This design comes from an exercise in tuning for small area, a short achievable clock period and few clock cycles per item on the open sky130 flow, not from production work. Where RTL was checked, it was by simulation tests only, not by an equivalence proof against the original. The RTL of runs 2 and 3 was laid out without a check of its function. Power and IR drop assume default switching activity.

==> design.v <==
`default_nettype none
package bmpd_pkg;
    localparam logic [1:0] KIND_PIXEL  = 2'd0;
    localparam logic [1:0] KIND_HEADER = 2'd1;
    localparam logic [1:0] KIND_ERROR  = 2'd2;
    localparam logic [2:0] ERR_SIGNATURE = 3'd0;
    localparam logic [2:0] ERR_INFO_SIZE = 3'd1;
    localparam logic [2:0] ERR_FORMAT    = 3'd2;
    localparam logic [2:0] ERR_SIZE_ZERO = 3'd3;
    localparam logic [2:0] ERR_OFFSET    = 3'd4;
    localparam logic [2:0] ERR_TOO_LARGE = 3'd5;
    localparam logic [2:0] ERR_TRUNCATED = 3'd6;
endpackage
`default_nettype wire
`default_nettype none
module bmp_stream_to_rgba_decoder (
    input  wire logic           aclk,
    input  wire logic           aresetn,
    input  wire logic           s_tvalid,
    output logic                s_tready,
    input  wire logic [7:0]     s_tdata,
    input  wire logic           s_tlast,
    output logic                m_tvalid,
    input  wire logic           m_tready,
    output logic [87:0]         m_tdata,
    output logic [1:0]          m_tuser,
    output logic                m_tlast
);
    localparam int N  = 3;
    localparam logic [1:0] T_PIX  = 2'b00;    
    localparam logic [1:0] T_EOL  = 2'b01;    
    localparam logic [1:0] T_LAST = 2'b11;    
    localparam logic [1:0] T_INFO = 2'b10;    
    logic           ph_hdr, ph_skip, ph_pix, ph_pad, ph_ign;
    logic [5:0]     pos;         
    logic [18:0]    off_hi;      
    logic           off_hi_z;    
    logic [12:0]    w;
    logic [12:0]    h;           
    logic           hz, ho;      
    logic           sig_ok, info_ok, fmt_ok, wide;
    logic           eol_f;       
    logic           last_f;      
    logic           has_pad;     
    logic           w_sz;        
    logic           w_big;       
    logic           h_sz;        
    logic           h_big;       
    logic           off_lt;      
    logic           off_eq;      
    logic [12:0]    col;         
    logic [31:0]    q_data [0:N-1];
    logic [1:0]     q_tag  [0:N-1];
    logic [N-1:0]   wr_sel, rd_sel;
    logic [N-1:0]   occ;         
    logic           full, nonempty, ready;
    assign full     = occ[N-1];
    assign nonempty = occ[0];
    logic           o_valid;
    logic [1:0]     o_kind;
    logic           o_last;
    logic [2:0]     o_err;
    logic [12:0]    o_w, o_h;
    logic [11:0]    o_x, o_y;
    logic [7:0]     o_r, o_g, o_b, o_a;
    logic           o_bu, o_eol;
    logic           o_first;     
    logic acc, push, pop;
    assign s_tready = ready;     
    assign acc      = s_tvalid && !full;
    assign pop      = nonempty && (!o_valid || m_tready);
    logic [1:0]  bip;
    logic [31:0] off;
    assign bip = pos[1:0];
    assign off = {off_hi, col};
    logic        v_bad, hdr_bad;
    logic [2:0]  v_code, hdr_code;
    always_comb begin
        v_bad  = 1'b1;
        v_code = bmpd_pkg::ERR_SIGNATURE;
        if (!sig_ok)              v_code = bmpd_pkg::ERR_SIGNATURE;
        else if (!info_ok)        v_code = bmpd_pkg::ERR_INFO_SIZE;
        else if (!fmt_ok)         v_code = bmpd_pkg::ERR_FORMAT;
        else if (w_sz || h_sz)    v_code = bmpd_pkg::ERR_SIZE_ZERO;
        else if (off_lt)          v_code = bmpd_pkg::ERR_OFFSET;
        else if (w_big || h_big)  v_code = bmpd_pkg::ERR_TOO_LARGE;
        else                      v_bad  = 1'b0;
    end
    logic br_lo, br_hi;
    always_ff @(posedge aclk) begin
        br_lo    <= acc && ph_skip && !(off_hi_z && col == 13'd55) && (col == '0);
        br_hi    <= br_lo && (off_hi[9:0] == '0);
        off_hi_z <= (off_hi == '0);
        hdr_bad  <= v_bad;
        hdr_code <= v_code;
    end
    logic hdr_end, pix_end, row_eol, row_last, pad_end, row_end, ends_ok, trunc;
    assign hdr_end  = ph_hdr && (pos == 6'd53);
    assign pix_end  = ph_pix && (bip == (wide ? 2'd3 : 2'd2));
    assign row_eol  = eol_f;
    assign row_last = last_f;
    assign pad_end  = ph_pad && ((w[1:0] == 2'd1 && bip == 2'd0) || (w[1:0] == 2'd2 && bip == 2'd1)
                                 || (w[1:0] == 2'd3 && bip == 2'd2));
    assign row_end  = (pix_end && row_eol && !has_pad) || pad_end;
    assign ends_ok  = ph_ign || (hdr_end && hdr_bad) || (row_end && row_last);
    assign trunc    = s_tlast && !ends_ok;
    assign push     = acc && (hdr_end || pix_end || trunc);
    logic w_is1;
    assign w_is1 = (w == 13'd1);
    logic       hb_v;
    logic [5:0] hb_pos;
    logic [7:0] hb_d;
    always_ff @(posedge aclk) begin
        hb_v   <= aresetn && acc && ph_hdr;
        hb_pos <= pos;
        hb_d   <= s_tdata;
    end
    logic [12:0] col_dec;
    assign col_dec = col - 13'd1;
    always_ff @(posedge aclk) begin
        if (!aresetn) begin
            ph_hdr  <= 1'b1;
            ph_skip <= 1'b0;
            ph_pix  <= 1'b0;
            ph_pad  <= 1'b0;
            ph_ign  <= 1'b0;
            pos     <= '0;
        end else begin
            if (br_lo) off_hi[9:0]   <= off_hi[9:0] - 10'd1;
            if (br_hi) off_hi[18:10] <= off_hi[18:10] - 9'd1;
            if (hb_v) begin
                case (hb_pos)
                    6'd0:  sig_ok <= (hb_d == 8'h42);
                    6'd1:  sig_ok <= sig_ok && (hb_d == 8'h4D);
                    6'd10: begin
                        col[7:0] <= hb_d;
                        off_lt   <= (hb_d[7:6] != '0);
                    end
                    6'd11: begin
                        col[12:8]   <= hb_d[4:0];
                        off_hi[2:0] <= hb_d[7:5];
                        off_lt      <= off_lt || (hb_d != 8'd0);
                    end
                    6'd12: begin
                        off_hi[10:3] <= hb_d;
                        off_lt       <= off_lt || (hb_d != 8'd0);
                    end
                    6'd13: begin
                        off_hi[18:11] <= hb_d;
                        off_lt        <= off_lt || (hb_d != 8'd0);
                    end
                    6'd14: begin
                        info_ok <= (hb_d >= 8'd40);
                        off_lt  <= !off_lt && (col[5:0] < 6'd54);
                        off_eq  <= !off_lt && (col[5:0] == 6'd54);
                    end
                    6'd15, 6'd16, 6'd17: info_ok <= info_ok || (hb_d != 8'd0);
                    6'd18: begin
                        w[7:0] <= hb_d;
                        w_sz   <= (hb_d != 8'd0);
                    end
                    6'd19: begin
                        w[12:8] <= hb_d[4:0];
                        w_sz    <= w_sz || (hb_d != 8'd0);
                        w_big   <= (hb_d[7:5] != '0)
                                   || (hb_d[4] && (hb_d[3:0] != '0 || w[7:0] != '0));
                    end
                    6'd20: begin
                        w_sz  <= w_sz || (hb_d != 8'd0);
                        w_big <= w_big || (hb_d != 8'd0);
                    end
                    6'd21: begin
                        w_sz  <= hb_d[7] || !(w_sz || hb_d != 8'd0);
                        w_big <= w_big || (hb_d[6:0] != '0);
                    end
                    6'd22: begin
                        h[7:0] <= hb_d;
                        h_sz   <= (hb_d != 8'd0);
                    end
                    6'd23: begin
                        h[12:8] <= hb_d[4:0];
                        hz      <= (hb_d[7:5] == 3'b000);
                        ho      <= (hb_d[7:5] == 3'b111);
                        h_sz    <= h_sz || (hb_d != 8'd0);
                        h_big   <= hb_d[4] && (hb_d[3:0] != '0 || h[7:0] != '0);
                    end
                    6'd24: begin
                        hz   <= hz && (hb_d == 8'h00);
                        ho   <= ho && (hb_d == 8'hFF);
                        h_sz <= h_sz || (hb_d != 8'd0);
                    end
                    6'd25: begin
                        hz    <= hz && (hb_d == 8'h00);
                        ho    <= ho && (hb_d == 8'hFF);
                        h_sz  <= !(h_sz || hb_d != 8'd0);
                        h_big <= (ho && hb_d == 8'hFF) ? !h[12]
                               : (hz && hb_d == 8'h00) ? h_big : 1'b1;
                    end
                    6'd26: begin
                        fmt_ok <= (hb_d == 8'd1);
                        h      <= ho ? 13'd0 - h : h;
                    end
                    6'd28: begin
                        fmt_ok <= fmt_ok && (hb_d == 8'd24 || hb_d == 8'd32);
                        wide   <= (hb_d == 8'd32);
                    end
                    6'd29: begin
                        fmt_ok <= fmt_ok && (hb_d == 8'd0);
                        wide   <= wide && (hb_d == 8'd0);
                    end
                    6'd27: begin
                        fmt_ok <= fmt_ok && (hb_d == 8'd0);
                        last_f <= (h == 13'd1);
                    end
                    6'd30: begin
                        fmt_ok  <= fmt_ok && (hb_d == 8'd0);
                        has_pad <= !wide && (w[1:0] != 2'd0);
                    end
                    6'd31, 6'd32, 6'd33:
                        fmt_ok <= fmt_ok && (hb_d == 8'd0);
                    default: ;
                endcase
            end
          if (acc) begin
            if (ph_hdr) begin
                pos <= pos + 6'd1;
                if (pos == 6'd53) begin
                        ph_hdr <= 1'b0;
                        pos    <= '0;
                        if (hdr_bad) begin
                            ph_ign <= 1'b1;
                        end else begin
                            if (off_eq) begin
                                col    <= w;
                                eol_f  <= w_is1;
                                ph_pix <= 1'b1;
                            end else begin
                                ph_skip <= 1'b1;
                            end
                        end
                end
            end
            if (ph_skip) begin
                if (off_hi_z && col == 13'd55) begin
                    col     <= w;
                    eol_f   <= w_is1;
                    ph_skip <= 1'b0;
                    ph_pix  <= 1'b1;
                end else begin
                    col    <= col_dec;
                end
            end
            if (ph_pix) begin
                if (pix_end) begin
                    pos[1:0] <= '0;
                    col      <= row_eol ? w : col_dec;
                    eol_f    <= row_eol ? w_is1 : (col == 13'd2);
                    if (row_eol && has_pad) begin
                        ph_pix <= 1'b0;
                        ph_pad <= 1'b1;
                    end
                end else begin
                    pos[1:0] <= bip + 2'd1;
                end
            end
            if (ph_pad) begin
                if (pad_end) begin
                    pos[1:0] <= '0;
                    ph_pad   <= 1'b0;
                    ph_pix   <= 1'b1;
                end else begin
                    pos[1:0] <= bip + 2'd1;
                end
            end
            if (row_end) begin
                h      <= h - 13'd1;
                last_f <= (h == 13'd2);
                if (row_last) begin
                    ph_pix <= 1'b0;
                    ph_pad <= 1'b0;
                    ph_ign <= 1'b1;
                end
            end
            if (s_tlast) begin
                ph_hdr  <= 1'b1;
                ph_skip <= 1'b0;
                ph_pix  <= 1'b0;
                ph_pad  <= 1'b0;
                ph_ign  <= 1'b0;
                pos     <= '0;
            end
          end
        end
    end
    logic [1:0] p_tag;
    always_comb begin
        if (trunc || hdr_end)            p_tag = T_INFO;
        else if (row_eol && row_last)    p_tag = T_LAST;
        else if (row_eol)                p_tag = T_EOL;
        else                             p_tag = T_PIX;
    end
    logic [3:0] lane_we;
    logic       fill_a, err_w;
    logic [2:0] err_code;
    always_comb begin
        lane_we = '0;
        if (ph_pix) lane_we[bip] = 1'b1;
        if (ph_hdr) begin
            case (pos)
                6'd18:   lane_we[0] = 1'b1;
                6'd19:   lane_we[1] = 1'b1;
                6'd22:   lane_we[2] = 1'b1;
                6'd23:   lane_we[3] = 1'b1;
                default: ;
            endcase
        end
    end
    assign fill_a   = ph_pix && !wide && (bip == 2'd2);
    assign err_w    = (hdr_end && hdr_bad) || (acc && trunc);
    assign err_code = (hdr_end && hdr_bad) ? hdr_code : bmpd_pkg::ERR_TRUNCATED;
    always_ff @(posedge aclk) begin
        for (int i = 0; i < N; i++) begin
            if (!full && wr_sel[i]) begin
                if (lane_we[0]) q_data[i][7:0]   <= s_tdata;
                if (lane_we[1]) q_data[i][15:8]  <= s_tdata;
                if (lane_we[2]) q_data[i][23:16] <= s_tdata;
                if (lane_we[3] || fill_a) q_data[i][31:24] <= s_tdata | {8{fill_a}};
                if (err_w) begin
                    q_data[i][2:0] <= err_code;
                    q_data[i][15]  <= 1'b1;
                end
                if (push) begin
                    q_tag[i] <= p_tag;
                end
            end
        end
    end
    always_ff @(posedge aclk) begin
        if (!aresetn) begin
            wr_sel <= N'(1);
            rd_sel <= N'(1);
            occ    <= '0;
            ready  <= 1'b1;
        end else begin
            if (push) wr_sel <= {wr_sel[N-2:0], wr_sel[N-1]};
            if (pop)  rd_sel <= {rd_sel[N-2:0], rd_sel[N-1]};
            if (push && !pop) begin
                occ   <= {occ[N-2:0], 1'b1};
                ready <= !occ[N-2];
            end else if (pop && !push) begin
                occ   <= {1'b0, occ[N-1:1]};
                ready <= 1'b1;
            end
        end
    end
    logic [31:0] hd_data;
    logic [1:0]  hd_tag;
    always_comb begin
        hd_data = '0;
        hd_tag  = '0;
        for (int i = 0; i < N; i++) begin
            hd_data = hd_data | (q_data[i] & {32{rd_sel[i]}});
            hd_tag  = hd_tag  | (q_tag[i]  & {2{rd_sel[i]}});
        end
    end
    logic        first, hd_pix;
    logic [11:0] y_first, y_step;
    assign first  = o_first;
    assign hd_pix = (hd_tag != T_INFO);
    assign y_first = o_bu ? 12'(o_h - 13'd1) : 12'd0;
    assign y_step  = o_bu ? o_y - 12'd1 : o_y + 12'd1;
    always_ff @(posedge aclk) begin
        if (!aresetn) begin
            o_valid <= 1'b0;
        end else if (pop) begin
            o_valid <= 1'b1;
        end else if (m_tready) begin
            o_valid <= 1'b0;
        end
        if (pop) begin
            o_eol   <= hd_tag[0];
            o_first <= !hd_pix && !hd_data[15];
            o_last <= 1'b0;
            o_err  <= '0;
            o_r    <= '0;
            o_g    <= '0;
            o_b    <= '0;
            o_a    <= '0;
            if (hd_pix) begin
                o_kind <= bmpd_pkg::KIND_PIXEL;
                o_last <= hd_tag[1];
                o_r    <= hd_data[23:16];
                o_g    <= hd_data[15:8];
                o_b    <= hd_data[7:0];
                o_a    <= hd_data[31:24];
                if (first || o_eol) begin
                    o_x <= '0;
                    o_y <= first ? y_first : y_step;
                end else begin
                    o_x <= o_x + 12'd1;
                end
            end else if (!hd_data[15]) begin
                o_kind <= bmpd_pkg::KIND_HEADER;
                o_w    <= hd_data[12:0];
                o_h    <= hd_data[31] ? 13'd0 - hd_data[28:16] : hd_data[28:16];
                o_bu   <= !hd_data[31];
                o_x    <= '0;
                o_y    <= '0;
            end else begin
                o_kind <= bmpd_pkg::KIND_ERROR;
                o_err  <= hd_data[2:0];
                o_w    <= '0;
                o_h    <= '0;
                o_x    <= '0;
                o_y    <= '0;
            end
        end
    end
    assign m_tvalid = o_valid;
    assign m_tuser  = o_kind;
    assign m_tlast  = o_last;
    assign m_tdata  = {3'd0, o_a, o_b, o_g, o_r, o_y, o_x, o_h, o_w, o_err};
endmodule
`default_nettype wire
==> flow/run.sh <==
#!/bin/bash
# Own layout flow: the standard flow (standard.sh) with one change, the buffer cell put on
# every input and output port (buf_2 instead of the one buffer_ports picks by itself).
# Each tool's output is in orfs/logs/; this script's own output goes to run_flow.log.
set -euo pipefail
bash standard.sh "BUFFER_PORTS_ARGS=-buffer_cell sky130_fd_sc_hd__buf_2" finish > run_flow.log 2>&1
==> standard.sh <==
#!/bin/bash
# synth_recipe.tcl (not shown) runs the flow's synth.tcl, then flattens the netlist and writes it again
# the make line also repeats each setting of config.mk as NAME=value (left out here)
make -C /OpenROAD-flow-scripts/flow DESIGN_CONFIG=/design/flow/config.mk WORK_HOME=/design/flow/orfs CLKGATE_MAP_FILE= SYNTH_SCRIPT=/design/flow/synth_recipe.tcl "${@:-finish}"
==> config.mk <==
export PLATFORM = sky130hd
export DESIGN_NAME = bmp_stream_to_rgba_decoder
export DESIGN_NICKNAME = bmp_stream_to_rgba_decoder
export VERILOG_FILES = /design/flow/design.v
export SDC_FILE = /design/flow/constraint.sdc
export NUM_CORES = 4
export LEC_CHECK = 0
export CAP_MARGIN = 20
export CORE_MARGIN = 2
export CORE_UTILIZATION = 70
export CTS_CLUSTER_DIAMETER = 100
export CTS_CLUSTER_SIZE = 30
export PLACE_DENSITY = 0.9
export SETUP_SLACK_MARGIN = 3.5
export SLEW_MARGIN = 20
==> constraint.sdc <==
create_clock -name core_clock -period 6.0 [get_ports {aclk}]
set_input_delay 1.2000 -clock core_clock [delete_from_list [all_inputs] [get_ports {aclk}]]
set_output_delay 1.2000 -clock core_clock [all_outputs]
set_load 0.01 [all_outputs]
==> flow_metrics.env, run 1 <==
export IMPL_run_status="timing/DRC/antenna clean"
export IMPL_layout_cells_most_common="sky130_fd_sc_hd__edfxtp_1"
export IMPL_dieArea_um2=22600
export IMPL_grt_max_degree=52
export IMPL_postRouteWirelength_um=41600
export IMPL_area_sequential_um2=8880
export IMPL_synth_edf_count=266
export IMPL_fmax_mhz=364
export IMPL_grt_met1_usage=0.448
export IMPL_grt_util_all_layers=0.353
export IMPL_cp_slowest_cell="sky130_fd_sc_hd__edfxtp_1"
export IMPL_routed_via_density=6.97
export IMPL_p_per_area_nw_per_um2=271
export IMPL_die_h_um=150
export IMPL_root_cell_of_the_clock_tree="sky130_fd_sc_hd__clkbuf_16"
export IMPL_post_synth_cell_area_avg_um2=11.2
export IMPL_ctsHtreeMaxLevel=1
export IMPL_element_type_at_the_critical_path_start="flip-flop"
export IMPL_grt_remaining_overflow=0
export IMPL_ys_types=82
export IMPL_worstPathMaxFanout=6
export IMPL_path_clk_slew_ns=0.12
export IMPL_crit_end_category="flip-flop"
export IMPL_r2r_worst_path_depth=9
export IMPL_finalSetupTns_ns=0
export IMPL_dp_hpwl_um=24900
export IMPL_synth_cells=1337
export IMPL_numCtsBuffers=14
export IMPL_synth_main_ff_cell="sky130_fd_sc_hd__edfxtp_1"
export IMPL_critPathRequiredTime_ns=6.28
export IMPL_fin_util=0.808
export IMPL_worst_clock_skew_ns=0.0246
export IMPL_worst_slew_margin_rel=0.357
export IMPL_top_usage_layer="met2"
export IMPL_areaGrowthSynthToFinish_pct=13.4
export IMPL_worst_slew_pin_transition_ns=0.964
export IMPL_count_of_endpoints_failing_setup_in_the_final_report=0
export IMPL_layout_nets=1513
export IMPL_grt_setup_unrepaired="yes"
export IMPL_critical_path_buf_inv_count=2
export IMPL_antenna_left=0
export IMPL_num_io_pins=106
export IMPL_highest_count_cells_in_the_layout_ignoring_fill_and_taps="sky130_fd_sc_hd__edfxtp_1, sky130_fd_sc_hd__nor2_1, sky130_fd_sc_hd__nand2_1"
export IMPL_clock_tree_from_tritoncts="built"
export IMPL_drt_wirelength_per_cell_um=23.8
export IMPL_post_synthesis_cell_area_um2=15000
export IMPL_min_period_ns=2.75
export IMPL_worst_path_dominant_cell_family="multiplexers"
export IMPL_drt_pre_antenna_iters=9
export IMPL_routed_via_count=12200
export IMPL_share_of_synthesized_registers_carrying_an_async_set_or_reset=0
export IMPL_place_port_buffers=102
export IMPL_report_final_slew_viol_count=0
export IMPL_timing_critical_path_depth=9
export IMPL_seq_area_frac_synth=0.592
export IMPL_antenna_cells=0
export IMPL_fill_cell_total_of_the_finished_layout=1126
export IMPL_placementRows=53
export IMPL_ir_drop_mv=0.191
export IMPL_maxCapViolations=0
export IMPL_cts_path_max_buffers=3
export IMPL_layout_worst_path_cycle_share=0.458
export IMPL_synth_ff_latch_count=310
export IMPL_grt_pass1_vias=11500
export IMPL_drc=0
export IMPL_die_w_um=150
export IMPL_detailedRoute_firstIterationViolations=2074
export IMPL_initial_antenna_violation_count=1
export IMPL_grt_util_met2=0.592
export IMPL_max_stage_delay_ns=0.45
export IMPL_timing_setup_critical_path_class="reg -> reg"
export IMPL_timing_critical_path_cells="buf_6 > buf_6 > ha_4 > o211ai_1 > o211ai_1 > nand2_1 > mux2i_1 > nor4_2 > mux2_2"
export IMPL_hold_path_depth=0
export IMPL_multi_input_comb_area_um2=6030
export IMPL_cts_sinks=310
export IMPL_initial_core_util=0.712
export IMPL_leakagePower_nw=5.96
export IMPL_routabilityCongestion=0.942
export IMPL_placeable_core_region_um2=21000
export IMPL_global_route_usage_met3=0.0624
export IMPL_yosys_warnings=3
export IMPL_layout_cells_sized_above_1=0.186
export IMPL_crit_arrival_ns=3.03
export IMPL_wire_length_of_the_first_global_routing_pass_um=62000
export IMPL_finalHoldViolCount=0
export IMPL_hold_class="reg -> reg"
export IMPL_clock_insertion_delay_worst_skew_ns=0.52
==> final cells by class <==
class | instances | share of cell area
sequential | 310 | 0.523
multi-input combinational | 929 | 0.355
timing repair buffer | 178 | 0.0684
clock buffer | 21 | 0.0234
tap | 275 | 0.0203
inverter | 32 | 0.00729
clock inverter | 2 | 0.00147
timing repair inverter | 3 | 0.00133
==> per-stage QoR <==
stage,std cells,hold slack [ns],area (um2),power [mW],setup slack (ns)
global placement,1659,0.416,15700,3.28,2.63
CTS,1717,0.426,16600,4.48,3.41
detailed placement,1660,0.419,15700,3.34,2.49
finish,1750,0.431,17000,4.60,3.25
floorplan,1339,0.329,15000,3.08,3.30
global route,1750,0.451,17000,4.73,3.20
==> registers in the layout (all words and copies together) (netlist names), 6 cells and up <==
register	count
o_h	13
q_tag	6
o_r	8
o_w	13
hb_d	8
off_hi	19
o_g	8
q_data	96
hb_pos	6
o_x	12
o_y	12
pos	6
col	13
o_b	8
o_a	8
h	13
w	13
==> synth_stat cells (18+ instances only) <==
master	number	area share
sky130_fd_sc_hd__a21oi_1	69	0.023
sky130_fd_sc_hd__clkbuf_1	52	0.013
sky130_fd_sc_hd__a222oi_1	31	0.021
sky130_fd_sc_hd__ha_1	31	0.026
sky130_fd_sc_hd__nand2_1	109	0.027
sky130_fd_sc_hd__o21ai_0	32	0.011
sky130_fd_sc_hd__inv_1	31	0.0078
sky130_fd_sc_hd__xnor2_1	39	0.023
sky130_fd_sc_hd__nand2b_1	23	0.0096
sky130_fd_sc_hd__nor4_1	18	0.0075
sky130_fd_sc_hd__mux2i_1	20	0.013
sky130_fd_sc_hd__nor2_1	203	0.051
sky130_fd_sc_hd__xor2_1	27	0.016
sky130_fd_sc_hd__nor3_1	44	0.015
sky130_fd_sc_hd__edfxtp_1	266	0.53
sky130_fd_sc_hd__nand3_1	43	0.014
sky130_fd_sc_hd__dfxtp_1	44	0.059
==> what timing repair did <==
| action | 4_1_cts | 5_1_grt |
|---|---|---|
| gates resized for setup | 41 | 44 |
| endpoints found under the setup margin | 152 | 100 |
| pin swaps | 20 | 10 |
| hold buffers | 0 | 0 |
| endpoints found under the hold margin | 0 | 0 |
| cloned | 3 | 2 |
| setup buffers | 31 | 31 |
==> per-layer routing <==
metal  wire (um)  share of wire
met1       14600           0.35
met2       20100           0.48
met3        4510           0.11
met4        2460          0.059
met5           0              0
==> kinds of logic (layout without fill, tap and decap cells) <==
family	Yosys count	count (layout)	synth area share
buffers and inverters	101	236	0.0277
other	1	3	0.000250
adder cells (fa/ha/maj)	33	33	0.0279
AND/OR/NAND/NOR	539	539	0.172
multiplexers	25	25	0.0171
flip-flops	310	310	0.592
XOR/XNOR	66	66	0.0386
AO/OA/AOI/OAI	262	263	0.124
==> power by group <==
| group | leakage [nW] | total (mW) | internal (mW) | switching (mW) |
|---|---|---|---|---|
| clock network | 0.203 | 1.14 | 0.477 | 0.666 |
| logic | 2.93 | 0.851 | 0.315 | 0.536 |
| registers | 2.83 | 2.60 | 2.50 | 0.103 |
==> worst paths after layout <==
check | startpoint | endpoint | slack [ns]
max | o_bu | o_y[11] | 3.25
min | pos[3] | hb_pos[3] | 0.43
max reg2reg | o_bu | o_y[11] | 3.25
min reg2reg | pos[3] | hb_pos[3] | 0.43
Testbench counts, summed over its fixed seeds: cycles 520,358, bytes 477,256.
==> run 2, diff against run 1 <==
--- a/design.v
+++ b/design.v
@@ -108,12 +108,10 @@
     logic w_is1;
     assign w_is1 = (w == 13'd1);
     logic       hb_v;
-    logic [5:0] hb_pos;
     logic [7:0] hb_d;
     always_ff @(posedge aclk) begin
-        hb_v   <= aresetn && acc && ph_hdr;
-        hb_pos <= pos;
-        hb_d   <= s_tdata;
+        hb_v <= aresetn && acc && ph_hdr;
+        hb_d <= s_tdata;
     end
     logic [12:0] col_dec;
     assign col_dec = col - 13'd1;
@@ -129,94 +127,94 @@
             if (br_lo) off_hi[9:0]   <= off_hi[9:0] - 10'd1;
             if (br_hi) off_hi[18:10] <= off_hi[18:10] - 9'd1;
             if (hb_v) begin
-                case (hb_pos)
-                    6'd0:  sig_ok <= (hb_d == 8'h42);
-                    6'd1:  sig_ok <= sig_ok && (hb_d == 8'h4D);
-                    6'd10: begin
+                case (pos)
+                    6'd1:  sig_ok <= (hb_d == 8'h42);
+                    6'd2:  sig_ok <= sig_ok && (hb_d == 8'h4D);
+                    6'd11: begin
                         col[7:0] <= hb_d;
                         off_lt   <= (hb_d[7:6] != '0);
                     end
-                    6'd11: begin
+                    6'd12: begin
                         col[12:8]   <= hb_d[4:0];
                         off_hi[2:0] <= hb_d[7:5];
                         off_lt      <= off_lt || (hb_d != 8'd0);
                     end
-                    6'd12: begin
+                    6'd13: begin
                         off_hi[10:3] <= hb_d;
                         off_lt       <= off_lt || (hb_d != 8'd0);
                     end
-                    6'd13: begin
+                    6'd14: begin
                         off_hi[18:11] <= hb_d;
                         off_lt        <= off_lt || (hb_d != 8'd0);
                     end
-                    6'd14: begin
+                    6'd15: begin
                         info_ok <= (hb_d >= 8'd40);
                         off_lt  <= !off_lt && (col[5:0] < 6'd54);
                         off_eq  <= !off_lt && (col[5:0] == 6'd54);
                     end
-                    6'd15, 6'd16, 6'd17: info_ok <= info_ok || (hb_d != 8'd0);
-                    6'd18: begin
+                    6'd16, 6'd17, 6'd18: info_ok <= info_ok || (hb_d != 8'd0);
+                    6'd19: begin
                         w[7:0] <= hb_d;
                         w_sz   <= (hb_d != 8'd0);
                     end
-                    6'd19: begin
+                    6'd20: begin
                         w[12:8] <= hb_d[4:0];
                         w_sz    <= w_sz || (hb_d != 8'd0);
                         w_big   <= (hb_d[7:5] != '0)
                                    || (hb_d[4] && (hb_d[3:0] != '0 || w[7:0] != '0));
                     end
-                    6'd20: begin
+                    6'd21: begin
                         w_sz  <= w_sz || (hb_d != 8'd0);
                         w_big <= w_big || (hb_d != 8'd0);
                     end
-                    6'd21: begin
+                    6'd22: begin
                         w_sz  <= hb_d[7] || !(w_sz || hb_d != 8'd0);
                         w_big <= w_big || (hb_d[6:0] != '0);
                     end
-                    6'd22: begin
+                    6'd23: begin
                         h[7:0] <= hb_d;
                         h_sz   <= (hb_d != 8'd0);
                     end
-                    6'd23: begin
+                    6'd24: begin
                         h[12:8] <= hb_d[4:0];
                         hz      <= (hb_d[7:5] == 3'b000);
                         ho      <= (hb_d[7:5] == 3'b111);
                         h_sz    <= h_sz || (hb_d != 8'd0);
                         h_big   <= hb_d[4] && (hb_d[3:0] != '0 || h[7:0] != '0);
                     end
-                    6'd24: begin
+                    6'd25: begin
                         hz   <= hz && (hb_d == 8'h00);
                         ho   <= ho && (hb_d == 8'hFF);
                         h_sz <= h_sz || (hb_d != 8'd0);
                     end
-                    6'd25: begin
+                    6'd26: begin
                         hz    <= hz && (hb_d == 8'h00);
                         ho    <= ho && (hb_d == 8'hFF);
                         h_sz  <= !(h_sz || hb_d != 8'd0);
                         h_big <= (ho && hb_d == 8'hFF) ? !h[12]
                                : (hz && hb_d == 8'h00) ? h_big : 1'b1;
                     end
-                    6'd26: begin
+                    6'd27: begin
                         fmt_ok <= (hb_d == 8'd1);
                         h      <= ho ? 13'd0 - h : h;
                     end
-                    6'd28: begin
+                    6'd29: begin
                         fmt_ok <= fmt_ok && (hb_d == 8'd24 || hb_d == 8'd32);
                         wide   <= (hb_d == 8'd32);
                     end
-                    6'd29: begin
+                    6'd30: begin
                         fmt_ok <= fmt_ok && (hb_d == 8'd0);
                         wide   <= wide && (hb_d == 8'd0);
                     end
-                    6'd27: begin
+                    6'd28: begin
                         fmt_ok <= fmt_ok && (hb_d == 8'd0);
                         last_f <= (h == 13'd1);
                     end
-                    6'd30: begin
+                    6'd31: begin
                         fmt_ok  <= fmt_ok && (hb_d == 8'd0);
                         has_pad <= !wide && (w[1:0] != 2'd0);
                     end
-                    6'd31, 6'd32, 6'd33:
+                    6'd32, 6'd33, 6'd34:
                         fmt_ok <= fmt_ok && (hb_d == 8'd0);
                     default: ;
                 endcase
--- a/config.mk
+++ b/config.mk
@@ -10,6 +10,5 @@
 export CORE_UTILIZATION = 70
 export CTS_CLUSTER_DIAMETER = 100
 export CTS_CLUSTER_SIZE = 30
-export PLACE_DENSITY = 0.9
-export SETUP_SLACK_MARGIN = 3.5
+export SETUP_SLACK_MARGIN = 3.4
 export SLEW_MARGIN = 20
==> flow_metrics.env, run 2 <==
export IMPL_run_status="timing/DRC/antenna clean"
export IMPL_grt_pass1_vias=10000
export IMPL_layout_worst_path_cycle_share=0.433
export IMPL_die_h_um=149
export IMPL_antenna_cells=0
export IMPL_maxCapViolations=0
export IMPL_final_standard_cell_area_without_fillers_um2=16300
export IMPL_leading_cell_types_by_count_after_synthesis="sky130_fd_sc_hd__edfxtp_1, sky130_fd_sc_hd__nor2_1, sky130_fd_sc_hd__nand2_1"
export IMPL_drt_pre_antenna_iters=6
export IMPL_post_synthesis_cell_area_um2=14700
export IMPL_highest_count_cells_in_the_layout_ignoring_fill_and_taps="sky130_fd_sc_hd__edfxtp_1, sky130_fd_sc_hd__nor2_1, sky130_fd_sc_hd__nand2_1"
export IMPL_synth_main_ff_cell="sky130_fd_sc_hd__edfxtp_1"
export IMPL_cts_sinks=304
export IMPL_routed_via_count=10800
export IMPL_seq_area_frac_synth=0.596
export IMPL_grt_setup_unrepaired="yes"
export IMPL_grt_util_met2=0.530
export IMPL_yosys_warnings=3
export IMPL_element_type_at_the_critical_path_start="flip-flop"
export IMPL_cp_slowest_cell="sky130_fd_sc_hd__dfxtp_4"
export IMPL_initial_antenna_violation_count=0
export IMPL_detailedRoute_firstIterationViolations=971
export IMPL_timing_critical_path_cells="clkinvlp_4 > ha_4 > mux2_2 > a31o_4 > o21ai_4 > a31oi_4 > a21oi_4 > ha_4 > o311a_1"
export IMPL_area_sequential_um2=8760
export IMPL_post_synth_cell_area_avg_um2=11.4
export IMPL_place_port_buffers=102
export IMPL_antenna_left=0
export IMPL_critPathRequiredTime_ns=6.39
export IMPL_worst_slack_ns=3.40
export IMPL_ir_drop_mv=0.215
export IMPL_layout_nets=1429
export IMPL_fmax_mhz=385
export IMPL_finalSetupTns_ns=0
export IMPL_max_stage_delay_ns=0.40
export IMPL_most_frequently_used_cell_type_in_the_post_synthesis_netlist="sky130_fd_sc_hd__edfxtp_1"
export IMPL_layout_cells_most_common="sky130_fd_sc_hd__edfxtp_1"
export IMPL_worstPathMaxFanout=7
export IMPL_worst_path_most_repeated_cell="sky130_fd_sc_hd__ha_4"
export IMPL_placed_cell_area_um2=15400
export IMPL_fill_cell_total_of_the_finished_layout=1284
export IMPL_grt_met1_usage=0.398
export IMPL_grt_remaining_overflow=0
export IMPL_largest_reg_flops=96
export IMPL_dp_hpwl_um=22700
export IMPL_count_of_endpoints_failing_setup_in_the_final_report=0
export IMPL_holdCritStartpoint="off_hi[9]"
export IMPL_synth_cells=1290
export IMPL_grt_util_all_layers=0.302
export IMPL_detailedPlace_worstSlack_ns=2.43
export IMPL_crit_end_category="flip-flop"
export IMPL_timing_setup_critical_path_class="reg -> reg"
export IMPL_multi_input_comb_area_um2=5780
export IMPL_netlist_top_cell_by_area="sky130_fd_sc_hd__edfxtp_1"
export IMPL_hold_path_depth=1
export IMPL_hold_class="reg -> reg"
export IMPL_synth_area_top_cells="sky130_fd_sc_hd__edfxtp_1, sky130_fd_sc_hd__dfxtp_1, sky130_fd_sc_hd__nor2_1, sky130_fd_sc_hd__nand2_1, sky130_fd_sc_hd__ha_1"
export IMPL_crit_arrival_ns=2.98
export IMPL_synth_top_area_share=0.544
export IMPL_top_usage_layer="met2"
export IMPL_placeable_core_region_um2=20400
export IMPL_finalHoldViolCount=0
export IMPL_routabilityCongestion=0.991
export IMPL_postRouteWirelength_um=34000
export IMPL_report_final_slew_viol_count=0
export IMPL_numCtsBuffers=14
export IMPL_ctsHtreeMaxLevel=1
export IMPL_wire_length_of_the_first_global_routing_pass_um=52800
export IMPL_num_io_pins=106
export IMPL_synth_edf_count=266
export IMPL_layout_cells_sized_above_1=0.162
export IMPL_worst_slew_margin_rel=0.321
export IMPL_die_w_um=149
export IMPL_root_cell_of_the_clock_tree="sky130_fd_sc_hd__clkbuf_16"
export IMPL_worst_r2r_startpoint="pos[0]"
export IMPL_initial_core_util=0.719
export IMPL_setup_worst_path_start="pos[0]"
export IMPL_areaGrowthSynthToFinish_pct=10.8
export IMPL_p_per_area_nw_per_um2=263
export IMPL_r2r_worst_path_depth=9
export IMPL_path_clk_slew_ns=0.12
export IMPL_share_of_synthesized_registers_carrying_an_async_set_or_reset=0
export IMPL_synth_ff_latch_count=304
export IMPL_dieArea_um2=22200
export IMPL_grt_max_degree=71
export IMPL_leakagePower_nw=5.82
export IMPL_drt_wirelength_per_cell_um=20.5
export IMPL_global_route_usage_met3=0.0358
export IMPL_worst_slew_pin_transition_ns=1.02
export IMPL_clock_tree_from_tritoncts="built"
export IMPL_cts_path_max_buffers=3
export IMPL_drc=0
export IMPL_clock_insertion_delay_worst_skew_ns=0.50
export IMPL_min_period_ns=2.60
export IMPL_routed_via_density=6.50
export IMPL_worst_clock_skew_ns=0.0148
export IMPL_reg_top3="q_data: 96 flops, off_hi: 19 flops"
export IMPL_ys_types=80
export IMPL_reg_with_most_ffs="q_data"
export IMPL_placementRows=52
[run 2: changes by cell type in the layout (fill, tap and decap cells not counted), sizes merged, moves of 6 or more]
cell,before,now
buf,178,140
nor2,204,172
o22ai,7,32
xor2,27,43
nand3,43,30
o221ai,11,0
nor3b,12,3
inv,32,25
nor3,44,37
dfxtp,44,38
xnor2,39,33
[run 2: worst max-delay path: cells and delay by family, from the launching register on]
kind,cells,cell delay [ns]
DFF,1,0.40
muxes,1,0.28
adders and majority gates,2,0.46
buffers and inverters,1,0.16
AOI/OAI and AO/OA,5,1.18
[run 2: logic make-up after synthesis]
group	share of synthesized area
and+or+nand+nor	0.164
DFF	0.596
AOI/OAI and AO/OA	0.123
buffers and inverters	0.0264
xor gates and xnor gates	0.0453
adders and majority gates	0.0286
muxes	0.0168
other	0.000255
[run 2: metrics by stage]
stage	instances	total power [mW]	hold slack (ns)	utilization
6_report	1661	4.27	0.505	0.797
5_1_grt	1661	4.42	0.520	0.797
4_1_cts	1638	4.24	0.503	0.780
3_5_place_dp	1606	3.14	0.491	0.752
3_3_place_gp	1606	3.13	0.484	0.752
2_1_floorplan	1292	2.95	0.406	-
[run 2: final cells by class]
class / count / share of cell area
clock buffer: 21 / 0.0244
inverter: 27 / 0.00692
clock inverter: 3 / 0.00208
sequential: 304 / 0.538
timing repair buffer: 140 / 0.0508
tap: 270 / 0.0208
timing repair inverter: 3 / 0.00138
multi-input combinational: 893 / 0.355
[run 2: metal layers]
layer | vias to the layer above | wire (um)
met1 | 5169 | 13300
met5 | - | 0
li1 | 5002 | -
met4 | 0 | 938
met3 | 68 | 2480
met2 | 555 | 17400
[run 2: repair_timing]
action	CTS	global route
pin swaps	4	7
endpoints found under the setup margin	181	213
buffers inserted	7	20
hold buffers	0	0
cloned	1	2
gates resized for setup	21	37
[run 2: worst paths after layout]
path                                to  slack [ns]
worst max register to register  occ[0]        3.40
worst max-delay path            occ[0]        3.40
worst min register to register   br_hi        0.50
worst min-delay path             br_hi        0.50
[run 2: power by group]
part	switching, mW	internal (mW)	total [mW]
Clock	0.635	0.480	1.12
Sequential	0.0798	2.44	2.52
Combinational	0.398	0.241	0.640
==> run 3, diff against run 2 <==
--- a/config.mk
+++ b/config.mk
@@ -10,5 +10,5 @@
 export CORE_UTILIZATION = 70
 export CTS_CLUSTER_DIAMETER = 100
 export CTS_CLUSTER_SIZE = 30
-export SETUP_SLACK_MARGIN = 3.4
+export SETUP_SLACK_MARGIN = 3.6
 export SLEW_MARGIN = 20
==> flow_metrics.env, run 3 <==
export IMPL_grt_max_degree=71
export IMPL_worst_slew_margin_rel=0.394
export IMPL_finalSetupTns_ns=0
export IMPL_path_clk_slew_ns=0.12
export IMPL_areaGrowthSynthToFinish_pct=15.4
export IMPL_worst_r2r_startpoint="pos[1]"
export IMPL_count_of_endpoints_failing_setup_in_the_final_report=0
export IMPL_placeable_core_region_um2=20400
export IMPL_hold_path_depth=2
export IMPL_r2r_worst_path_depth=11
export IMPL_netlist_top_cell_by_area="sky130_fd_sc_hd__edfxtp_1"
export IMPL_antenna_left=0
export IMPL_crit_end_category="flip-flop"
export IMPL_post_synth_cell_area_avg_um2=11.4
export IMPL_hold_ws_ns=0.504
export IMPL_dp_hpwl_um=23000
export IMPL_regToRegSetupSlack_ns=3.45
export IMPL_die_h_um=149
export IMPL_worst_slew_pin_transition_ns=0.909
export IMPL_report_final_slew_viol_count=0
export IMPL_layout_worst_path_cycle_share=0.425
export IMPL_fmax_mhz=392
export IMPL_placementRows=52
export IMPL_fill_cell_total_of_the_finished_layout=1115
export IMPL_cts_path_max_buffers=3
export IMPL_clock_tree_from_tritoncts="built"
export IMPL_largest_reg_flops=96
export IMPL_ys_types=80
export IMPL_clock_insertion_delay_worst_skew_ns=0.52
export IMPL_ctsHtreeMaxLevel=1
export IMPL_routed_via_count=11100
export IMPL_crit_arrival_ns=2.80
export IMPL_initial_core_util=0.719
export IMPL_area_sequential_um2=8770
export IMPL_initial_antenna_violation_count=0
export IMPL_seq_area_frac_synth=0.596
export IMPL_detailedRoute_firstIterationViolations=1286
export IMPL_place_port_buffers=102
export IMPL_post_synthesis_cell_area_um2=14700
export IMPL_reg_top3="q_data: 96 flops, off_hi: 19 flops"
export IMPL_leakagePower_nw=6.07
export IMPL_layout_cells_sized_above_1=0.218
export IMPL_grt_pass1_vias=10500
export IMPL_drc=0
export IMPL_layout_cells_most_common="sky130_fd_sc_hd__edfxtp_1"
export IMPL_leading_cell_types_by_count_after_synthesis="sky130_fd_sc_hd__edfxtp_1, sky130_fd_sc_hd__nor2_1, sky130_fd_sc_hd__nand2_1"
export IMPL_wire_length_of_the_first_global_routing_pass_um=54800
export IMPL_synth_area_top_cells="sky130_fd_sc_hd__edfxtp_1, sky130_fd_sc_hd__dfxtp_1, sky130_fd_sc_hd__nor2_1, sky130_fd_sc_hd__nand2_1, sky130_fd_sc_hd__ha_1"
export IMPL_drt_pre_antenna_iters=6
export IMPL_numCtsBuffers=14
export IMPL_grt_setup_unrepaired="yes"
export IMPL_synth_edf_count=266
export IMPL_postRouteWirelength_um=36100
export IMPL_synth_top_area_share=0.544
export IMPL_drt_wirelength_per_cell_um=21.2
export IMPL_highest_count_cells_in_the_layout_ignoring_fill_and_taps="sky130_fd_sc_hd__edfxtp_1, sky130_fd_sc_hd__nor2_1, sky130_fd_sc_hd__nand2_1"
export IMPL_synth_ff_latch_count=304
export IMPL_p_per_area_nw_per_um2=256
export IMPL_layout_nets=1470
export IMPL_reg_with_most_ffs="q_data"
export IMPL_post_layout_total_power_mw=4.33
export IMPL_routed_via_density=6.53
export IMPL_antenna_cells=0
export IMPL_dieArea_um2=22200
export IMPL_critPathRequiredTime_ns=6.25
export IMPL_multi_input_comb_area_um2=6100
export IMPL_rr_endpoint="q_tag[1][1]"
export IMPL_routabilityCongestion=0.986
export IMPL_yosys_warnings=3
export IMPL_root_cell_of_the_clock_tree="sky130_fd_sc_hd__clkbuf_16"
export IMPL_min_period_ns=2.55
export IMPL_synth_main_ff_cell="sky130_fd_sc_hd__edfxtp_1"
export IMPL_worstPathMaxFanout=5
export IMPL_ir_drop_mv=0.278
export IMPL_finalHoldViolCount=0
export IMPL_hold_end="wr_sel[2]"
export IMPL_num_io_pins=106
export IMPL_cts_sinks=304
export IMPL_timing_setup_critical_path_class="reg -> reg"
export IMPL_grt_util_all_layers=0.314
export IMPL_share_of_synthesized_registers_carrying_an_async_set_or_reset=0
export IMPL_run_status="timing/DRC/antenna clean"
export IMPL_maxCapViolations=0
export IMPL_most_frequently_used_cell_type_in_the_post_synthesis_netlist="sky130_fd_sc_hd__edfxtp_1"
export IMPL_synth_cells=1290
export IMPL_grt_remaining_overflow=0
export IMPL_die_w_um=149
export IMPL_element_type_at_the_critical_path_start="flip-flop"
export IMPL_holdCritStartpoint="wr_sel[2]"
export IMPL_hold_class="reg -> reg"
export IMPL_worst_clock_skew_ns=0.0415
-- run 3: cell counts after synthesis --
Identical to the previous run, type by type.
-- run 3: power breakdown --
part           internal (mW)  switching, mW  leakage [nW]
clock                  0.461          0.657         0.202
sequential              2.44         0.0791          2.77
combinational          0.271          0.422          3.10
-- run 3: worst max path at each step --
| stage | cells after the start | end | startpoint | slack [ns] |
|---|---|---|---|---|
| global placement | 5 | col[5] | s_tvalid | 2.42 |
| CTS | 7 | o_y[6] | rd_sel[0] | 3.29 |
| detailed placement | 4 | o_a[0] | m_tready | 2.43 |
| global route | 9 | h[3] | pos[1] | 3.41 |
| finish | 11 | q_tag[1][1] | pos[1] | 3.45 |
| floorplan | 4 | o_a[0] | m_tready | 3.30 |
-- run 3: cell type report --
cell class / count / area share
well taps: 270 / 0.0199
inverters: 27 / 0.00664
repair buffers: 180 / 0.0695
multi-input cells: 894 / 0.360
repair inverters: 3 / 0.00133
clock inverters: 3 / 0.00288
clock buffers: 21 / 0.0222
flip-flops and latches: 304 / 0.517
-- run 3: critical path, stage by stage (launching register included) --
cell	delay, ns
sky130_fd_sc_hd__dfxtp_4	0.41
sky130_fd_sc_hd__clkinvlp_4	0.15
sky130_fd_sc_hd__ha_4	0.20
sky130_fd_sc_hd__mux2_4	0.28
sky130_fd_sc_hd__a31o_4	0.24
sky130_fd_sc_hd__o21ai_4	0.18
sky130_fd_sc_hd__a31oi_4	0.12
sky130_fd_sc_hd__a21oi_4	0.21
sky130_fd_sc_hd__buf_6	0.14
sky130_fd_sc_hd__buf_6	0.09
sky130_fd_sc_hd__buf_6	0.10
sky130_fd_sc_hd__and2_4	0.15
-- run 3: cell families after synthesis --
| family | after synthesis | synth area share |
|---|---|---|
| simple gates | 492 | 0.164 |
| flops | 304 | 0.596 |
| compound gates | 265 | 0.123 |
| buf+inv | 95 | 0.0264 |
| xor+xnor | 76 | 0.0453 |
| fa+ha+maj | 33 | 0.0286 |
| mux | 24 | 0.0168 |
| other cells | 1 | 0.000255 |
-- run 3: per-stage QoR --
stage                     utilization  std cells  area, um2  setup slack [ns]
after detailed placement        0.753       1606      15400              2.43
final                           0.830       1702      16900              3.45
after global routing            0.830       1702      16900              3.41
after floorplan                     -       1292      14700              3.30
after global placement          0.753       1606      15400              2.42
after CTS                       0.798       1667      16300              3.29
-- run 3: layer usage --
| layer | routed length (um) | part of all wire | vias up | GRT usage |
|---|---|---|---|---|
| met5 | 0 | 0 | - | 0 |
| met1 | 13900 | 0.38 | 5347 | 0.405 |
| li1 | - | - | 5087 | - |
| met2 | 18400 | 0.51 | 582 | 0.550 |
| met4 | 1180 | 0.033 | 0 | 0.121 |
| met3 | 2710 | 0.075 | 95 | 0.0346 |
-- run 3: what timing repair did --
action	CTS	global route
buffers inserted	34	32
cloned	3	3
hold buffers	0	0
resized for setup	52	84
hold endpoints to repair	0	0
setup endpoints to repair	289	281
pin swaps	9	30

[port drivers added, routing unchanged]
The results above use ideal ports. As a check the final layouts listed here were re-extracted and re-timed, cells and wires unchanged. Step 1: set_driving_cell puts a clkbuf_16 on aclk and a buf_2 on each other input, an assumption about the parent block. Step 2 times the ports against the registers' clock, not the clock port: input delays grow and output delays shrink by t, the midpoint of the rising clock arrivals with the driver on. Slacks: ideal ports / drivers / drivers and shift; pairs: ideal ports / drivers.
run | t (ns) | slack for setup (ns) | worst data-port slew with drivers (ns) | pins driven straight from the clock port
run 1 | 0.550 | 3.254 / 3.254 / 3.032 | 0.06 | 1
run 2 | 0.545 | 3.403 / 3.403 / 3.005 | 0.04 | 1
run 3 | 0.554 | 3.449 / 3.449 / 3.153 | 0.03 | 1
After both steps every run listed still meets setup and hold. For run 2, which loses most, drivers alone change the setup slack by 0.000 ns; drivers and shift together by -0.398 ns.
